What follows belongs to an exercise in optimizing a design on an open flow for small area, a short achievable clock period and few clock cycles; a production flow would make more cautious choices. Only simulation tests tie the RTL to the original design; equivalence was not proved. Power is estimated from default activity; no workload was simulated.

## before
## rf_pulse_width_capture
module rf_pulse_width_capture #(
    parameter int MAX_PULSES = 128
) (
    input  logic                              clk,
    input  logic                              rst_n,
    input  logic                              item_valid,
    output logic                              item_stall,
    input  rfpwc_pkg::item_t                  item,
    output logic                              result_valid,
    input  logic                              result_stall,
    output rfpwc_pkg::result_t                result,
    input  logic                              psel,
    input  logic                              penable,
    input  logic                              pwrite,
    input  logic [rfpwc_pkg::PADDR_W-1:0]     paddr,
    input  logic [rfpwc_pkg::PDATA_W-1:0]     pwdata,
    output logic [rfpwc_pkg::PDATA_W-1:0]     prdata,
    output logic                              pready
);
==> module rfpwc_front, before the edit <==
module rfpwc_front #(
    parameter int MAX_PULSES = 128,
    parameter int ADDR_W     = 7
) (
    input  logic               clk,
    input  logic               rst_n,
    input  logic               valid,
    input  logic               go,
    input  rfpwc_pkg::item_t   item,
    input  rfpwc_pkg::cfg_t    cfg,
    output logic               st_we,
    output logic [7:0]         st_lo,
    output logic [15:0]        st_hi,
    output logic [12:0]        st_wdata,
    input  logic [12:0]        st_rdata,
    output logic               res_valid,
    output rfpwc_pkg::result_t res
);
    logic              level_reg;
    logic [15:0]       t_reg, t_next, t_inc;
    logic              t_sat;
    logic [ADDR_W:0]   count_reg;
    logic [ADDR_W-1:0] ptr_reg, ptr_next;   
    logic              ptr_step, ptr_clear;
    logic [7:0]        lo_reg;       
    logic [15:0]       hi_reg;       
    logic              level_next, held_next;
    logic [ADDR_W:0]   count_next;
    logic              held_reg;
    logic              gt_min_reg;   
    logic              lt_max_reg;   
    logic              gt_sil_reg;   
    logic              sample;
    logic              edge_s;
    logic              in_window;
    logic              has_room;
    logic              frame_end;
    logic              enough;
    logic              last;
    logic [ADDR_W-1:0] ptr_inc;
    assign sample    = valid && (item.mode == rfpwc_pkg::MODE_SAMPLE) && !held_reg;
    assign edge_s    = (item.pin_level != level_reg);
    assign in_window = gt_min_reg && lt_max_reg;
    assign has_room  = !count_reg[ADDR_W];
    assign frame_end = (count_reg != '0) && gt_sil_reg;
    assign enough    = ({2'd0, count_reg} >= cfg.min_pulses);
    assign ptr_inc   = ptr_reg + ADDR_W'(1);
    assign last      = ({1'b0, ptr_reg} + (ADDR_W+1)'(1) == count_reg);
    assign st_lo    = lo_reg;
    assign st_hi    = hi_reg;
    assign st_wdata = {t_reg[11:0], level_reg};
    assign st_we    = sample && edge_s && in_window && has_room;
    assign res_valid = valid;
    always_comb
    begin
        res = '0;
        if (item.mode == rfpwc_pkg::MODE_READ)
        begin
            if (!held_reg)
            begin
                res.kind = rfpwc_pkg::KIND_NOTHING_HELD;
            end
            else
            begin
                res.kind        = rfpwc_pkg::KIND_PULSE;
                res.pulse_width = st_rdata[12:1];
                res.pulse_level = st_rdata[0];
                res.pulse_count = 10'(count_reg);
                res.last        = last;
            end
        end
        else if (!held_reg && !edge_s && frame_end)
        begin
            res.kind        = enough ? rfpwc_pkg::KIND_FRAME_READY : rfpwc_pkg::KIND_FRAME_DROP;
            res.pulse_count = 10'(count_reg);
        end
    end
    assign t_sat = (t_reg == rfpwc_pkg::TICKS_MAX);
    assign t_inc = t_reg + 16'd1;
    always_comb
    begin
        t_next = t_reg;
        if (sample)
        begin
            if (edge_s)
            begin
                t_next = 16'd1;
            end
            else if (!t_sat)
            begin
                t_next = t_inc;
            end
        end
    end
    always_ff @(posedge clk or negedge rst_n)
    begin
        if (!rst_n)
        begin
            t_reg      <= 16'd1;
            gt_min_reg <= 1'b0;
            lt_max_reg <= 1'b1;
            gt_sil_reg <= 1'b0;
        end
        else if (go)
        begin
            t_reg <= t_next;
            if (sample && edge_s)
            begin
                gt_min_reg <= (cfg.min_width == 12'd0);
                lt_max_reg <= (cfg.max_width > 12'd1);
                gt_sil_reg <= (cfg.silence_limit == 16'd0);
            end
            else if (sample && !t_sat)
            begin
                gt_min_reg <= (t_reg >= {4'd0, cfg.min_width});
                lt_max_reg <= (t_inc < {4'd0, cfg.max_width});
                gt_sil_reg <= (t_reg >= cfg.silence_limit);
            end
            else
            begin
                gt_min_reg <= (t_reg > {4'd0, cfg.min_width});
                lt_max_reg <= (t_reg < {4'd0, cfg.max_width});
                gt_sil_reg <= (t_reg > cfg.silence_limit);
            end
        end
    end
    always_comb
    begin
        level_next = level_reg;
        count_next = count_reg;
        ptr_next   = ptr_reg;
        ptr_step   = 1'b0;
        ptr_clear  = 1'b0;
        held_next  = held_reg;
        if (valid)
        begin
            if (item.mode == rfpwc_pkg::MODE_READ)
            begin
                if (held_reg)
                begin
                    ptr_next = ptr_inc;
                    ptr_step = 1'b1;
                    if (last)
                    begin
                        held_next  = 1'b0;
                        count_next = '0;
                        ptr_next   = '0;
                        ptr_clear  = 1'b1;
                    end
                end
            end
            else if (!held_reg)
            begin
                if (edge_s)
                begin
                    level_next = item.pin_level;
                    if (in_window && has_room)
                    begin
                        count_next = count_reg + (ADDR_W+1)'(1);
                        ptr_next   = ptr_inc;
                        ptr_step   = 1'b1;
                    end
                end
                else if (frame_end)
                begin
                    ptr_next  = '0;
                    ptr_clear = 1'b1;
                    if (enough)
                    begin
                        held_next = 1'b1;
                    end
                    else
                    begin
                        count_next = '0;
                    end
                end
            end
        end
    end
    always_ff @(posedge clk or negedge rst_n)
    begin
        if (!rst_n)
        begin
            level_reg <= 1'b0;
            count_reg <= '0;
            ptr_reg   <= '0;
            lo_reg    <= 8'd1;
            hi_reg    <= 16'd1;
            held_reg  <= 1'b0;
        end
        else if (go)
        begin
            level_reg <= level_next;
            count_reg <= count_next;
            ptr_reg   <= ptr_next;
            if (ptr_clear)
            begin
                lo_reg <= 8'd1;
                hi_reg <= 16'd1;
            end
            else if (ptr_step)
            begin
                lo_reg <= {lo_reg[6:0], lo_reg[7]};
                if (lo_reg[7])
                begin
                    hi_reg <= {hi_reg[14:0], hi_reg[15]};
                end
            end
            held_reg  <= held_next;
        end
    end
endmodule
clock: 10.0 ns
lec_check: 0
cap_margin: 20
core_margin: 2
core_utilization: 50
cts_buf_list: sky130_fd_sc_hd__clkbuf_16
cts_cluster_diameter: 100
cts_cluster_size: 20
slew_margin: 20
standard.sh (not shown) runs the stock make flow with config.mk's settings and CLKGATE_MAP_FILE= SYNTH_SCRIPT=/design/flow/synth_recipe.tcl, a recipe that flattens the netlist after the stock synthesis.
==> flow/flow/run.sh <==
#!/bin/bash
# The standard layout, with timing repair aimed at a tighter setup target
# than the 10 ns clock: the flow's SDC and clock are left as they are.
set -euo pipefail
bash standard.sh SETUP_SLACK_MARGIN=6.5 finish > flow.log 2>&1
Testbench counts of before, summed over its fixed seeds: cycles 178,936.
Input changes introduced in after (baseline for comparison: before):
-- flow/design.v --
<<< before, line 64
);
    logic              level_reg;
    logic [15:0]       t_reg, t_next, t_inc;
    logic              t_sat;
    logic [ADDR_W:0]   count_reg;
    logic [ADDR_W-1:0] ptr_reg, ptr_next;   
    logic              ptr_step, ptr_clear;
    logic [7:0]        lo_reg;       
    logic [15:0]       hi_reg;       
>>> after, line 64
);
    logic              level_reg;
    logic [15:0]       t_reg, t_next;
    logic [ADDR_W:0]   count_reg;
    logic [ADDR_W-1:0] ptr_reg, ptr_next;   
    logic [7:0]        lo_reg;       
    logic [15:0]       hi_reg;       
<<< before, line 122
        end
    end
    assign t_sat = (t_reg == rfpwc_pkg::TICKS_MAX);
    assign t_inc = t_reg + 16'd1;
    always_comb
    begin
>>> after, line 120
        end
    end
    always_comb
    begin
<<< before, line 133
                t_next = 16'd1;
            end
            else if (!t_sat)
            begin
                t_next = t_inc;
            end
        end
>>> after, line 129
                t_next = 16'd1;
            end
            else if (t_reg != rfpwc_pkg::TICKS_MAX)
            begin
                t_next = t_reg + 16'd1;
            end
        end
<<< before, line 150
        else if (go)
        begin
            t_reg <= t_next;
            if (sample && edge_s)
            begin
                gt_min_reg <= (cfg.min_width == 12'd0);
                lt_max_reg <= (cfg.max_width > 12'd1);
                gt_sil_reg <= (cfg.silence_limit == 16'd0);
            end
            else if (sample && !t_sat)
            begin
                gt_min_reg <= (t_reg >= {4'd0, cfg.min_width});
                lt_max_reg <= (t_inc < {4'd0, cfg.max_width});
                gt_sil_reg <= (t_reg >= cfg.silence_limit);
            end
            else
            begin
                gt_min_reg <= (t_reg > {4'd0, cfg.min_width});
                lt_max_reg <= (t_reg < {4'd0, cfg.max_width});
                gt_sil_reg <= (t_reg > cfg.silence_limit);
            end
        end
    end
>>> after, line 146
        else if (go)
        begin
            t_reg      <= t_next;
            gt_min_reg <= (t_next > {4'd0, cfg.min_width});
            lt_max_reg <= (t_next < {4'd0, cfg.max_width});
            gt_sil_reg <= (t_next > cfg.silence_limit);
        end
    end
<<< before, line 176
        count_next = count_reg;
        ptr_next   = ptr_reg;
        ptr_step   = 1'b0;
        ptr_clear  = 1'b0;
        held_next  = held_reg;
        if (valid)
>>> after, line 157
        count_next = count_reg;
        ptr_next   = ptr_reg;
        held_next  = held_reg;
        if (valid)
<<< before, line 186
                begin
                    ptr_next = ptr_inc;
                    ptr_step = 1'b1;
                    if (last)
                    begin
>>> after, line 165
                begin
                    ptr_next = ptr_inc;
                    if (last)
                    begin
<<< before, line 192
                        count_next = '0;
                        ptr_next   = '0;
                        ptr_clear  = 1'b1;
                    end
                end
>>> after, line 170
                        count_next = '0;
                        ptr_next   = '0;
                    end
                end
<<< before, line 205
                        count_next = count_reg + (ADDR_W+1)'(1);
                        ptr_next   = ptr_inc;
                        ptr_step   = 1'b1;
                    end
                end
                else if (frame_end)
                begin
                    ptr_next  = '0;
                    ptr_clear = 1'b1;
                    if (enough)
                    begin
>>> after, line 182
                        count_next = count_reg + (ADDR_W+1)'(1);
                        ptr_next   = ptr_inc;
                    end
                end
                else if (frame_end)
                begin
                    ptr_next = '0;
                    if (enough)
                    begin
<<< before, line 240
            count_reg <= count_next;
            ptr_reg   <= ptr_next;
            if (ptr_clear)
            begin
                lo_reg <= 8'd1;
                hi_reg <= 16'd1;
            end
            else if (ptr_step)
            begin
                lo_reg <= {lo_reg[6:0], lo_reg[7]};
                if (lo_reg[7])
                begin
                    hi_reg <= {hi_reg[14:0], hi_reg[15]};
                end
            end
            held_reg  <= held_next;
        end
>>> after, line 215
            count_reg <= count_next;
            ptr_reg   <= ptr_next;
            lo_reg    <= 8'd1 << ptr_next[2:0];
            hi_reg    <= 16'd1 << ptr_next[6:3];
            held_reg  <= held_next;
        end
==> summary.txt <==
Looking at signed area change from the synthesized netlist to the final layout, after sits above before.
Compared with before, after shows first-iteration DRC count higher by 24%.
In the tables for after and before, net switching power of the design reads lower with before.
Taking before as the reference, in after wire length went up 8.5%, placed instance count went up about 1.4%.
Testbench counts of after, summed over its fixed seeds: cycles 178,936.

port drivers added, routing unchanged:
How much do the figures lean on ideal ports? The routed layouts below were timed once more, with nothing changed but the port constraints.
Step 1, drivers: a clkbuf_16 drives clk and a buf_2 each remaining input, both assumed.
Step 2 also shifts input and output timing later by t, the mid clock arrival at the registers, as if the neighbouring blocks saw the same clock.
a / b / c = ideal / step 1 / step 2; a / b = the first two.
run | t (ns) | setup slack, ns | worst setup path after step 2 | clock arrival spread, ns | cell pins on the clock port's net
before | 0.818 | 6.423 / 6.341 / 5.989 | input to register | 0.032 / 0.032 | 1
after | 0.821 | 6.435 / 6.435 / 5.942 | input to register | 0.040 / 0.040 | 1
After both steps setup and hold are still met in every run listed. The setup slack of after, which loses most, moves by 0.000 ns with the drivers and by -0.493 ns with both steps.
